From an optimization exercise on the open Yosys and OpenROAD flow, aimed at small area, a short achievable clock period and few clock cycles; shortcuts taken in it are not production practice. Function was not checked in any run shown here: the RTL went through the layout flow alone. No activity file was given, so power comes from the tool's default toggle rates.

## flow/design.v (module list and top-level ports; edited modules follow where they fit)
// module window_sequencer: 71 lines
// module filter_cache: 26 lines
// module tile_mac: 1153 lines
// module mac_fa: 10 lines
// module mac_ha: 9 lines
// module output_writer: 30 lines
// module conv_top: 65 lines
module conv_top (
  input  wire logic                     clock,
  input  wire logic                     rst_n,
  input  wire logic                     go,
  output logic                          finish,
  output logic [conv_pkg::IMAGE_ADDR_W-1:0]       image_address,
  output logic                          image_enable,
  input  wire logic [conv_pkg::DATA_W-1:0]        image_data,
  output logic [conv_pkg::FILTER_ADDR_W-1:0]      filter_address,
  output logic                          filter_enable,
  input  wire logic [conv_pkg::DATA_W-1:0]        filter_data,
  output logic [conv_pkg::OUTPUT_ADDR_W-1:0]      output_address,
  output logic [conv_pkg::DATA_W-1:0]             output_data,
  output logic                          output_write
);
  // ...
==> flow/flow/run.sh <==
#!/bin/bash
# Own layout flow: the standard ORFS flow (its standard synthesis
# included) with the settings in flow/params.sh: a setup-slack target for
# the timing repair, buf_2 port buffers and the clock tree options.
# ORFS writes each tool's log under orfs/logs; standard.log has the rest.
set -uo pipefail
source flow/params.sh
bash standard.sh > standard.log 2>&1
==> flow/flow/params.sh <==
export SETUP_SLACK_MARGIN=7.75
export BUFFER_PORTS_ARGS="-buffer_cell sky130_fd_sc_hd__buf_2"
export CTS_ARGS="-sink_clustering_enable -repair_clock_nets -dont_use_dummy_load -sink_clustering_size 30 -sink_clustering_max_diameter 150"
export SETUP_MOVE_SEQUENCE=sizeup,swap
==> flow/standard.sh <==
#!/bin/bash
# synth_recipe.tcl (not shown) runs the flow's synth.tcl, then flattens the netlist and writes it again
# the make line also repeats each setting of config.mk as NAME=value (left out here)
make -C /OpenROAD-flow-scripts/flow DESIGN_CONFIG=/design/flow/config.mk WORK_HOME=/design/flow/orfs CLKGATE_MAP_FILE= SYNTH_SCRIPT=/design/flow/synth_recipe.tcl "${@:-finish}"
==> flow/config.mk <==
export PLATFORM = sky130hd
export DESIGN_NAME = conv_top
export DESIGN_NICKNAME = conv_top
export VERILOG_FILES = /design/flow/design.v
export SDC_FILE = /design/flow/constraint.sdc
export NUM_CORES = 4
export LEC_CHECK = 0
export CAP_MARGIN = 20
export CORE_MARGIN = 2
export CORE_UTILIZATION = 40
export SLEW_MARGIN = 20
export SYNTH_HIERARCHICAL = 1
==> flow/constraint.sdc <==
create_clock -name core_clock -period 11.0 [get_ports {clock}]
set_input_delay 2.2000 -clock core_clock [delete_from_list [all_inputs] [get_ports {clock}]]
set_output_delay 2.2000 -clock core_clock [all_outputs]
set_load 0.01 [all_outputs]
==> key figures, run 1 <==
Floorplan
  • Die width: about 190 um
  • Std cell rows: between 60 and 70
  • Die area: ~0.036 mm2

Global route
  • Global route total overflow: 0
  • Largest net degree at the start of global routing: 66
  • Antenna violations before repair: 1
  • Global routing's busiest layer: met2

Worst setup path
  • Worst Setup EP: u_tile_mac.acc_c[19]
  • Worst setup EP type: flop
  • Delay-heaviest family, CP: adder cells
  • Critical Path AT: 3.61 ns
  • Critical Path Fanout Max: 16
  • Crit-path slowest cell: fa_2

Final layout
  • Seq_cells: 279
  • Largest Register: u_filter_cache.ring
  • Final-layout fill cell count: between 3000 and 4000
  • Fin util: 0.442
  • Max reg flops: about 140
  • Multi-input gates: between 700 and 800

Synth
  • Synth Area in Compound Gates: 0.0939
  • Post-synth cell types: 59
  • Syn Nets: between 1000 and 1500
  • Cell count after synthesis: 1143
  • Ys Warns: 11
  • Post-Syn Area: around 0.014 mm2
  • Synth top area cells: dfxtp_1 40%, fa_1 22%, xnor2_1 8.6%, a22oi_1 6.5%, ha_1 5.4%
  • Post-synth top area cell: dfxtp_1

Drt
  • Vias: 7878
  • DR DRC count: 0

Outcome
  • Status: finished clean

Job
  • Max cap viols: 0

Timing
  • Final Skew: 0.0590 ns
  • Final hold vios: 0
  • Final setup viols: 0
  • Actual slew at the worst max-slew pin: about 0.59 ns

CTS
  • Clk Latency, worst-skew pair: approximately 0.50 ns
  • Max clock buf depth: 3
  • Post-CTS resize count: 82
  • Number of CTS-inserted buffers: 13

Power
  • Clk. pwr: approximately 0.51 mW

Worst hold path
  • WHS Endpoint: u_filter_cache.ring[2][2]
==> module window_sequencer, before the edit <==
module window_sequencer (
  input  wire logic                    clock,
  input  wire logic                    rst_n,
  input  wire logic                    go,
  output logic                         running,
  output logic                         tile_end,
  output logic [conv_pkg::TILE_W-1:0]  tile,
  output logic [conv_pkg::IMAGE_ADDR_W-1:0]  image_address,
  output logic                         image_enable,
  output logic [conv_pkg::FILTER_ADDR_W-1:0] filter_address,
  output logic                         mac_first,
  output logic                         result_ready
);
  logic [3:0] phase_nxt;
  logic [1:0] r_nxt;
  logic [1:0] c_nxt;
  logic [3:0] count;
  logic [conv_pkg::TILE_W-1:0] tile_nxt;
  logic [3:0] row_nxt;
  logic [3:0] col_nxt;
  logic       busy;
  assign image_enable = 1'b1;
  assign phase_nxt = (filter_address == 4'd8) ? 4'd0 : filter_address + 4'd1;
  assign tile_nxt  = tile + conv_pkg::TILE_W'(tile_end);
  always_comb begin
    case (phase_nxt)
      4'd0:    begin r_nxt = 2'd0; c_nxt = 2'd0; end
      4'd1:    begin r_nxt = 2'd0; c_nxt = 2'd1; end
      4'd2:    begin r_nxt = 2'd0; c_nxt = 2'd2; end
      4'd3:    begin r_nxt = 2'd1; c_nxt = 2'd0; end
      4'd4:    begin r_nxt = 2'd1; c_nxt = 2'd1; end
      4'd5:    begin r_nxt = 2'd1; c_nxt = 2'd2; end
      4'd6:    begin r_nxt = 2'd2; c_nxt = 2'd0; end
      4'd7:    begin r_nxt = 2'd2; c_nxt = 2'd1; end
      default: begin r_nxt = 2'd2; c_nxt = 2'd2; end
    endcase
  end
  assign row_nxt = {tile_nxt[3:2], 1'b0} + {2'b00, tile_nxt[3:2]} + {2'b00, r_nxt};
  assign col_nxt = {tile_nxt[1:0], 1'b0} + {2'b00, tile_nxt[1:0]} + {2'b00, c_nxt};
  assign result_ready = mac_first && busy && ((tile != '0) || !running);
  always_ff @(posedge clock) begin
    if (!rst_n) begin
      filter_address <= '0;
      running        <= 1'b0;
      tile_end       <= 1'b0;
      busy           <= 1'b0;
      tile           <= '0;
      image_address  <= '0;
    end else begin
      filter_address <= phase_nxt;
      tile           <= tile_nxt;
      image_address  <= {row_nxt, col_nxt};
      tile_end       <= running && !go && (count == 4'd7);
      if (go) begin
        running <= 1'b1;
      end else if (tile_end && (tile == conv_pkg::TILE_W'(conv_pkg::TILE_COUNT - 1))) begin
        running <= 1'b0;
      end
      if (go) begin
        busy <= 1'b1;
      end else if (result_ready && !running) begin
        busy <= 1'b0;
      end
    end
  end
  always_ff @(posedge clock) begin
    if (go) count <= 4'd1;
    else    count <= (count == 4'd8) ? 4'd0 : count + 4'd1;
    mac_first <= !go && (count == 4'd1);
  end
endmodule
==> module conv_top, before the edit <==
module conv_top (
  input  wire logic                     clock,
  input  wire logic                     rst_n,
  input  wire logic                     go,
  output logic                          finish,
  output logic [conv_pkg::IMAGE_ADDR_W-1:0]       image_address,
  output logic                          image_enable,
  input  wire logic [conv_pkg::DATA_W-1:0]        image_data,
  output logic [conv_pkg::FILTER_ADDR_W-1:0]      filter_address,
  output logic                          filter_enable,
  input  wire logic [conv_pkg::DATA_W-1:0]        filter_data,
  output logic [conv_pkg::OUTPUT_ADDR_W-1:0]      output_address,
  output logic [conv_pkg::DATA_W-1:0]             output_data,
  output logic                          output_write
);
  logic                        running;
  logic                        tile_end;
  logic [conv_pkg::TILE_W-1:0] tile;
  logic                        mac_first;
  logic                        result_ready;
  logic [conv_pkg::DATA_W-1:0] filter_tap;
  logic [conv_pkg::DATA_W-1:0] result;
  window_sequencer u_sequencer (
    .clock          (clock),
    .rst_n          (rst_n),
    .go             (go),
    .running        (running),
    .tile_end       (tile_end),
    .tile           (tile),
    .image_address  (image_address),
    .image_enable   (image_enable),
    .filter_address (filter_address),
    .mac_first      (mac_first),
    .result_ready   (result_ready)
  );
  filter_cache u_filter_cache (
    .clock         (clock),
    .rst_n         (rst_n),
    .running       (running),
    .tile_end      (tile_end),
    .tile          (tile),
    .filter_data   (filter_data),
    .filter_enable (filter_enable),
    .filter_tap    (filter_tap)
  );
  tile_mac u_tile_mac (
    .clock      (clock),
    .image_data (image_data),
    .filter_tap (filter_tap),
    .first      (mac_first),
    .result     (result)
  );
  output_writer u_output_writer (
    .clock          (clock),
    .rst_n          (rst_n),
    .go             (go),
    .result_ready   (result_ready),
    .tile           (tile),
    .result         (result),
    .output_address (output_address),
    .output_data    (output_data),
    .output_write   (output_write),
    .finish         (finish)
  );
endmodule
==> inputs of run 2 (changes only) <==
--- a/flow/design.v
+++ b/flow/design.v
@@ -21,16 +21,17 @@
   input  wire logic                    go,
   output logic                         running,
   output logic                         tile_end,
   output logic [conv_pkg::TILE_W-1:0]  tile,
   output logic [conv_pkg::IMAGE_ADDR_W-1:0]  image_address,
   output logic                         image_enable,
   output logic [conv_pkg::FILTER_ADDR_W-1:0] filter_address,
   output logic                         mac_first,
+  output logic                         mac_keep_c,
   output logic                         result_ready
 );
   logic [3:0] phase_nxt;
   logic [1:0] r_nxt;
   logic [1:0] c_nxt;
   logic [3:0] count;
   logic [conv_pkg::TILE_W-1:0] tile_nxt;
   logic [3:0] row_nxt;
@@ -79,16 +80,17 @@
         busy <= 1'b0;
       end
     end
   end
   always_ff @(posedge clock) begin
     if (go) count <= 4'd1;
     else    count <= (count == 4'd8) ? 4'd0 : count + 4'd1;
     mac_first <= !go && (count == 4'd1);
+    mac_keep_c <= go || (count != 4'd1);
   end
 endmodule
 `default_nettype wire
 `timescale 1ns/1ps
 `default_nettype none
 module filter_cache (
   input  wire logic                     clock,
   input  wire logic                     rst_n,
@@ -118,16 +120,17 @@
 `default_nettype wire
 `timescale 1ns/1ps
 `default_nettype none
 module tile_mac (
   input  wire logic                        clock,
   input  wire logic [conv_pkg::DATA_W-1:0] image_data,
   input  wire logic [conv_pkg::DATA_W-1:0] filter_tap,
   input  wire logic                        first,
+  input  wire logic                        keep_c,
   output logic [conv_pkg::DATA_W-1:0]      result
 );
   logic [7:0] dn, d1, d2;
   logic [7:0] dn_nxt, d1_nxt, d2_nxt;
   logic [conv_pkg::DATA_W:0] x;
   logic [conv_pkg::ACC_W-1:0] acc_s;
   logic [conv_pkg::ACC_W-1:0] acc_c;
   logic [conv_pkg::ACC_W-1:0] nxt_s;
@@ -775,77 +778,77 @@
   assign pp131 = (((d1[7] & filter_tap[11]) | (d2[7] & filter_tap[10])) ^ dn[7]);
   assign pp132 = (((d1[7] & filter_tap[12]) | (d2[7] & filter_tap[11])) ^ dn[7]);
   assign pp133 = (((d1[7] & filter_tap[13]) | (d2[7] & filter_tap[12])) ^ dn[7]);
   assign pp134 = (((d1[7] & filter_tap[14]) | (d2[7] & filter_tap[13])) ^ dn[7]);
   assign pp135 = (((d1[7] & filter_tap[15]) | (d2[7] & filter_tap[14])) ^ dn[7]);
   assign pp136 = ~(((d1[7] & filter_tap[15]) | (d2[7] & filter_tap[15])) ^ dn[7]);
   assign sg137 = ~first & acc_s[0];
   assign sg138 = ~first & acc_s[1];
-  assign cg139 = ~first & acc_c[1];
+  assign cg139 = keep_c & acc_c[1];
   assign sg140 = ~first & acc_s[2];
-  assign cg141 = ~first & acc_c[2];
+  assign cg141 = keep_c & acc_c[2];
   assign sg142 = ~first & acc_s[3];
-  assign cg143 = ~first & acc_c[3];
+  assign cg143 = keep_c & acc_c[3];
   assign sg144 = ~first & acc_s[4];
-  assign cg145 = ~first & acc_c[4];
+  assign cg145 = keep_c & acc_c[4];
   assign sg146 = ~first & acc_s[5];
-  assign cg147 = ~first & acc_c[5];
+  assign cg147 = keep_c & acc_c[5];
   assign sg148 = ~first & acc_s[6];
-  assign cg149 = ~first & acc_c[6];
+  assign cg149 = keep_c & acc_c[6];
   assign sg150 = ~first & acc_s[7];
-  assign cg151 = ~first & acc_c[7];
+  assign cg151 = keep_c & acc_c[7];
   assign sg152 = ~first & acc_s[8];
-  assign cg153 = ~first & acc_c[8];
+  assign cg153 = keep_c & acc_c[8];
   assign sg154 = ~first & acc_s[9];
-  assign cg155 = ~first & acc_c[9];
+  assign cg155 = keep_c & acc_c[9];
   assign sg156 = ~first & acc_s[10];
-  assign cg157 = ~first & acc_c[10];
+  assign cg157 = keep_c & acc_c[10];
   assign sg158 = ~first & acc_s[11];
-  assign cg159 = ~first & acc_c[11];
+  assign cg159 = keep_c & acc_c[11];
   assign sg160 = ~first & acc_s[12];
-  assign cg161 = ~first & acc_c[12];
+  assign cg161 = keep_c & acc_c[12];
   assign sg162 = ~first & acc_s[13];
-  assign cg163 = ~first & acc_c[13];
+  assign cg163 = keep_c & acc_c[13];
   assign sg164 = ~first & acc_s[14];
-  assign cg165 = ~first & acc_c[14];
+  assign cg165 = keep_c & acc_c[14];
   assign sg166 = ~first & acc_s[15];
-  assign cg167 = ~first & acc_c[15];
+  assign cg167 = keep_c & acc_c[15];
   assign sg168 = first | acc_s[16];
-  assign cg169 = ~first & acc_c[16];
+  assign cg169 = keep_c & acc_c[16];
   assign sg170 = first | acc_s[17];
-  assign cg171 = ~first & acc_c[17];
+  assign cg171 = keep_c & acc_c[17];
   assign sg172 = ~first & acc_s[18];
-  assign cg173 = ~first & acc_c[18];
+  assign cg173 = keep_c & acc_c[18];
   assign sg174 = ~first & acc_s[19];
-  assign cg175 = ~first & acc_c[19];
+  assign cg175 = keep_c & acc_c[19];
   assign sg176 = ~first & acc_s[20];
-  assign cg177 = ~first & acc_c[20];
+  assign cg177 = keep_c & acc_c[20];
   assign sg178 = ~first & acc_s[21];
-  assign cg179 = ~first & acc_c[21];
+  assign cg179 = keep_c & acc_c[21];
   assign sg180 = ~first & acc_s[22];
-  assign cg181 = ~first & acc_c[22];
+  assign cg181 = keep_c & acc_c[22];
   assign sg182 = ~first & acc_s[23];
-  assign cg183 = ~first & acc_c[23];
+  assign cg183 = keep_c & acc_c[23];
   assign sg184 = ~first & acc_s[24];
-  assign cg185 = ~first & acc_c[24];
+  assign cg185 = keep_c & acc_c[24];
   assign sg186 = ~first & acc_s[25];
-  assign cg187 = ~first & acc_c[25];
+  assign cg187 = keep_c & acc_c[25];
   assign sg188 = ~first & acc_s[26];
-  assign cg189 = ~first & acc_c[26];
+  assign cg189 = keep_c & acc_c[26];
   assign sg190 = ~first & acc_s[27];
-  assign cg191 = ~first & acc_c[27];
+  assign cg191 = keep_c & acc_c[27];
   assign sg192 = ~first & acc_s[28];
-  assign cg193 = ~first & acc_c[28];
+  assign cg193 = keep_c & acc_c[28];
   assign sg194 = ~first & acc_s[29];
-  assign cg195 = ~first & acc_c[29];
+  assign cg195 = keep_c & acc_c[29];
   assign sg196 = ~first & acc_s[30];
-  assign cg197 = ~first & acc_c[30];
+  assign cg197 = keep_c & acc_c[30];
   assign sg198 = ~first & acc_s[31];
-  assign cg199 = ~first & acc_c[31];
+  assign cg199 = keep_c & acc_c[31];
   mac_ha u_hs200 (.a(dn[0]), .b(pp1), .s(hs200), .co(hc201));
   mac_fa u_fs202 (.a(pp2), .b(cg139), .c(sg138), .s(fs202), .co(fc203));
   mac_fa u_fs204 (.a(dn[1]), .b(pp18), .c(pp3), .s(fs204), .co(fc205));
   mac_fa u_fs206 (.a(cg141), .b(sg140), .c(fc203), .s(fs206), .co(fc207));
   mac_fa u_fs208 (.a(pp19), .b(pp4), .c(cg143), .s(fs208), .co(fc209));
   mac_fa u_fs210 (.a(sg142), .b(fc205), .c(fs208), .s(fs210), .co(fc211));
   mac_fa u_fs212 (.a(dn[2]), .b(pp20), .c(pp35), .s(fs212), .co(fc213));
   mac_fa u_fs214 (.a(pp5), .b(cg145), .c(sg144), .s(fs214), .co(fc215));
@@ -1340,30 +1343,32 @@
   output logic [conv_pkg::OUTPUT_ADDR_W-1:0]      output_address,
   output logic [conv_pkg::DATA_W-1:0]             output_data,
   output logic                          output_write
 );
   logic                        running;
   logic                        tile_end;
   logic [conv_pkg::TILE_W-1:0] tile;
   logic                        mac_first;
+  logic                        mac_keep_c;
   logic                        result_ready;
   logic [conv_pkg::DATA_W-1:0] filter_tap;
   logic [conv_pkg::DATA_W-1:0] result;
   window_sequencer u_sequencer (
     .clock          (clock),
     .rst_n          (rst_n),
     .go             (go),
     .running        (running),
     .tile_end       (tile_end),
     .tile           (tile),
     .image_address  (image_address),
     .image_enable   (image_enable),
     .filter_address (filter_address),
     .mac_first      (mac_first),
+    .mac_keep_c     (mac_keep_c),
     .result_ready   (result_ready)
   );
   filter_cache u_filter_cache (
     .clock         (clock),
     .rst_n         (rst_n),
     .running       (running),
     .tile_end      (tile_end),
     .tile          (tile),
@@ -1371,16 +1376,17 @@
     .filter_enable (filter_enable),
     .filter_tap    (filter_tap)
   );
   tile_mac u_tile_mac (
     .clock      (clock),
     .image_data (image_data),
     .filter_tap (filter_tap),
     .first      (mac_first),
+    .keep_c     (mac_keep_c),
     .result     (result)
   );
   output_writer u_output_writer (
     .clock          (clock),
     .rst_n          (rst_n),
     .go             (go),
     .result_ready   (result_ready),
     .tile           (tile),
==> run 2 against run 1 <==
Against the previous run: worst setup slack improved by 0.023 ns; total power rose by 0.77%; maximum frequency rose by 0.72%; register-to-register slack improved by 0.02 ns; core utilization barely moved; wire length rose by 1.7%; clock skew fell by 0.019 ns; sequential share of layout area barely moved; critical path depth did not move; first-iteration DRC count rose by 16%; largest cell class unchanged; largest power group unchanged.
==> key figures, run 2 <==
Drt
  • ANT nets after route: 0 (unchanged)
  • Vias: 7943 (was 7878)
  • Drt initial violations: 499 (was 431)
  • DR DRC count: 0 (unchanged)
  • Via/cell ratio: 4.99 (was 4.96)
  • Total Wirelength: 28100 um (was 27700 um)
  • Wire length per cell: 17.7 um (was 17.4 um)
  • Initial DRT Pass Iterations: 5 (unchanged)

Synth
  • Post-synth top area cell: dfxtp_1 (unchanged)
  • Most frequent cell after synthesis: dfxtp_1 (unchanged)
  • Post-synth cell types: 54 (was 59)
  • Post-synth top area share: 0.403 (was 0.402)
  • Synth top area cells: dfxtp_1 40%, fa_1 22%, xnor2_1 8.6%, a22oi_1 6.5%, ha_1 5.4% (unchanged)
  • Synth cell count leaders: 280 x dfxtp_1, 154 x fa_1, 137 x xnor2_1, 120 x a22oi_1, 68 x clkbuf_1 (was 279 x dfxtp_1, 154 x fa_1, 137 x xnor2_1, 120 x a22oi_1, 71 x clkbuf_1)
  • Post-synthesis sequential area ratio: 0.403 (was 0.402)
  • Ys Warns: 11 (unchanged)
  • FF+latch count, synth: 280 (was 279)
  • Cell count after synthesis: 1143 (unchanged)
  • Post-synth EDFFs: 0 (unchanged)
  • Prevailing post-synth register cell: dfxtp_1 (unchanged)
  • Syn Nets: 1392 (unchanged)
  • Synth Area per Inst: 12.2 um2 (about the same)
  • Asr flop ratio synth: 0 (unchanged)
  • Post-Syn Area: 0.0139 mm2 (about the same)

Timing
  • Setup ws final: 7.78 ns (was 7.76 ns)
  • TNS Setup: 0 ns (unchanged)
  • Max Clk Rate: 0.311 GHz (was 0.309 GHz)
  • Slew headroom: 0.611 (was 0.609)
  • Final Max Slew Viols: 0 (unchanged)
  • Final period util: 0.292 (was 0.295)
  • RSZ-0062 raised after global routing: yes (unchanged)
  • Final setup viols: 0 (unchanged)
  • Final hold vios: 0 (unchanged)
  • Final Skew: 0.0399 ns (was 0.0590 ns)
  • Crit path time final: 3.22 ns (was 3.24 ns)
  • Actual slew at the worst max-slew pin: 0.584 ns (was 0.586 ns)

Placed design
  • Area after DPL: 0.0144 mm2 (about the same)
  • Final Wtd Congestion: 0.828 (was 0.853)
  • Pre-CTS setup slack: 7.25 ns (was 7.20 ns)
  • Buffers on Ports: 68 (unchanged)
  • Inst Count DP: 1578 (was 1574)
  • Detailed Place HPWL: 20400 um (was 19900 um)

Worst setup path
  • Critical Path AT: 3.59 ns (was 3.61 ns)
  • Critical Path Fanout Max: 17 (was 16)
  • Worst setup SP type: flop (unchanged)
  • CP Class: flop to flop (unchanged)
  • Crit-path slowest cell: fa_1 (was fa_2)
  • Crit path largest cell delay: 0.52 ns (was 0.51 ns)
  • Critical Path, Cell by Cell: a22oi_2 -> xnor2_1 -> fa_2 -> fa_1 -> fa_1 -> fa_1 -> fa_1 (was a22oi_1 -> xnor2_1 -> fa_2 -> fa_2 -> fa_1 -> fa_1 -> fa_1)
  • RR Startpoint: u_filter_cache.ring[8][3] (was u_tile_mac.d2[2])
  • Worst setup EP type: flop (unchanged)
  • CP startpoint: u_filter_cache.ring[8][3] (was u_tile_mac.d2[2])
  • Crit path required time: 11.38 ns (was 11.37 ns)
  • Crit-path most repeated cell: fa_1 (unchanged)

Worst hold path
  • Hold Crit Class: flop to flop (unchanged)
  • Critical hold path startpoint: u_filter_cache.ring[4][9] (was u_filter_cache.ring[3][2])

CTS
  • Clock sink count: 280 (was 279)
  • # H-tree levels: 1 (unchanged)
  • Clock-pin transition on the worst setup and hold timing paths: 0.11 ns (about the same)
  • Cts hold-fix bufs: 0 (unchanged)
  • Number of CTS-inserted buffers: 13 (unchanged)
  • CTS tree: done (unchanged)
  • Postcts setup bufs: 0 (unchanged)
  • CTS root buf: clkbuf_16 (unchanged)
  • Max clock buf depth: 3 (unchanged)
  • Clk Latency, worst-skew pair: 0.50 ns (about the same)

Final layout
  • Area growth syn-to-layout: 9.31% (was 9.32%)
  • Largest Register: u_filter_cache.ring (unchanged)
  • Multi-input logic area: 0.00802 mm2 (about the same)
  • Leading cell type in the layout, fill and taps excluded: dfxtp_1 (unchanged)
  • Non-filler cells, final: 1591 (was 1588)
  • N_diodes: 0 (was 1)
  • Final net count: 1387 (was 1383)
  • Commonest cells after routing, fill and taps aside: 234 x dfxtp_1, 143 x fa_1, 130 x xnor2_1 (was 227 x dfxtp_1, 142 x fa_1, 131 x xnor2_1)
  • Post-route cell area: 0.0152 mm2 (about the same)
  • FF/Latch Area: 0.00575 mm2 (about the same)
  • Regs by FF count: u_filter_cache.ring: 144 flops, u_tile_mac.acc_c: 32 flops, u_tile_mac.acc_s: 32 flops (unchanged)
  • Final-layout fill cell count: 3194 (was 3239)
  • Max reg flops: 144 (unchanged)
  • Share of cells above drive strength 1: 0.180 (was 0.185)

Global route
  • First-pass GRT wire length: 46300 um (was 44800 um)
  • GR Util All Layers: 0.161 (was 0.157)
  • Antenna violations before repair: 1 (unchanged)
  • Vias in the first global route: 8530 (was 8225)
  • Global route total overflow: 0 (unchanged)
  • Largest net degree at the start of global routing: 32 (was 66)

Power
  • Peak supply drop: 0.101 mV (was 0.137 mV)
  • Power density over the cells: 266 mW/mm2 (was 264 mW/mm2)
  • Tot Pwr: 4.04 mW (was 4.01 mW)
  • Lkg Pwr: 6.06 nW (was 6.01 nW)

Floorplan
  • Die width: 191 um (was 190 um)
  • Die height: 191 um (was 190 um)
  • Core area: 0.0344 mm2 (unchanged)
  • Initial Util: 0.405 (about the same)
  • Std cell rows: 68 (unchanged)
  • Die area: 0.0363 mm2 (about the same)
  • I/O Pins: 71 (unchanged)

Job
  • Max cap viols: 0 (unchanged)

Outcome
  • Status: finished clean (unchanged)
## run 2: cell count changes after synthesis, sizes merged, moves of 2 or more
cell	before	now
nor2b	70	39
clkbuf	71	68
nor2	23	18
inv	20	22
nand4	2	4
and2	22	54
## run 2: final cells by class
type                    count  area share
well taps                 455      0.0374
clock buffers              13      0.0214
multi-input cells         743       0.527
repair buffers             78      0.0303
flip-flops and latches    280       0.378
inverters                  22     0.00543
## run 2: report_power, final
part / leakage (nW) / internal, mW / switching (mW) / total (mW)
Sequential: 2.37 / 1.27 / 0.159 / 1.43
Combinational: 3.54 / 1.03 / 1.08 / 2.11
Clock: 0.160 / 0.214 / 0.299 / 0.513
Total: 6.06 / 2.51 / 1.54 / 4.04
## run 2: path summary, 6_finish.rpt
| check | end | slack, ns | depth (start not counted) |
|---|---|---|---|
| worst max-delay path | u_tile_mac.acc_c[19] | 7.78 | 7 |
| worst min-delay path | u_filter_cache.ring[3][9] | 0.28 | 0 |
| worst max register to register | u_tile_mac.acc_c[19] | 7.78 | 7 |
| worst min register to register | u_filter_cache.ring[3][9] | 0.28 | 0 |
## run 2: repair_timing
item,CTS,global route
pin swaps,6,19
endpoints found under the setup margin,43,29
resized for setup,76,62
## run 2: worst max-delay path: cells and delay by family (launching register included)
family	cells	cell delay, ns
flip-flops	1	0.50
adder cells (fa/ha/maj)	5	2.30
XOR/XNOR	1	0.16
AO/OA/AOI/OAI	1	0.12
## run 2: per-module statistics from Yosys (local to each module, per instance), a selection
| module | flops+latches | cells | cell area, um2 | times used |
|---|---|---|---|---|
| filter_cache | 146 | 168 | 3200 | 1 |
| window_sequencer | 25 | 116 | 1200 | 1 |
| mac_fa | 0 | 1 | 20.0 | 142 |
| mac_ha | 0 | 1 | 12.5 | 9 |
| tile_mac | 103 | 674 | 6240 | 1 |
| output_writer | 6 | 34 | 320 | 1 |
## run 2: logic make-up (layout without fill, tap and decap cells)
group / after synthesis / in the layout / share of synthesized area
flip-flops: 280 / 280 / 0.403
adder cells (fa/ha/maj): 214 / 214 / 0.275
AO/OA/AOI/OAI: 180 / 180 / 0.0927
AND/OR/NAND/NOR: 176 / 176 / 0.0743
XOR/XNOR: 152 / 152 / 0.0956
buffers and inverters: 120 / 113 / 0.0396
multiplexers: 19 / 19 / 0.0191
other: 2 / 2 / 0.000540
## run 2: per-layer routing
metal  vias to the layer above  GRT usage  part of all wire
met2                       168      0.267              0.48
met3                        25     0.0225             0.044
met1                      4007      0.224              0.47
li1                       3743          -                 -
met4                         0     0.0361             0.015
met5                         -          0                 0
## run 2: stage by stage
stage / util / hold slack, ns
after CTS: 0.434 / 0.281
final: 0.443 / 0.282
after global routing: 0.443 / 0.283
after global placement: 0.420 / 0.310
after detailed placement: 0.420 / 0.312
after floorplan: - / 0.310

==> afterwards: timing with drivers on the ports <==
In the flow no input, the clock included, has a driving cell. The finished layouts below were timed again as built, in two steps.
Step 1 sets driving cells, clkbuf_16 on the clock port and buf_2 on the other inputs (assumed; they add their load-dependent delay and slew).
Step 2 times the ports against the registers' clock, not the clock port: input delays grow and output delays shrink by t, the midpoint of the rising clock arrivals with the driver on.
a / b / c = ideal ports / drivers / drivers and shift; a / b = the first two.
run | t, ns | setup slack, ns | hold WS [ns] | slew at the worst register clock pin (ns)
run 1 | 0.524 | 7.760 / 7.746 / 7.760 | 0.266 / 0.266 / 0.266 | 0.12 / 0.12
run 2 | 0.531 | 7.784 / 7.746 / 7.784 | 0.282 / 0.282 / 0.282 | 0.11 / 0.11
After both steps every run listed still meets setup and hold.
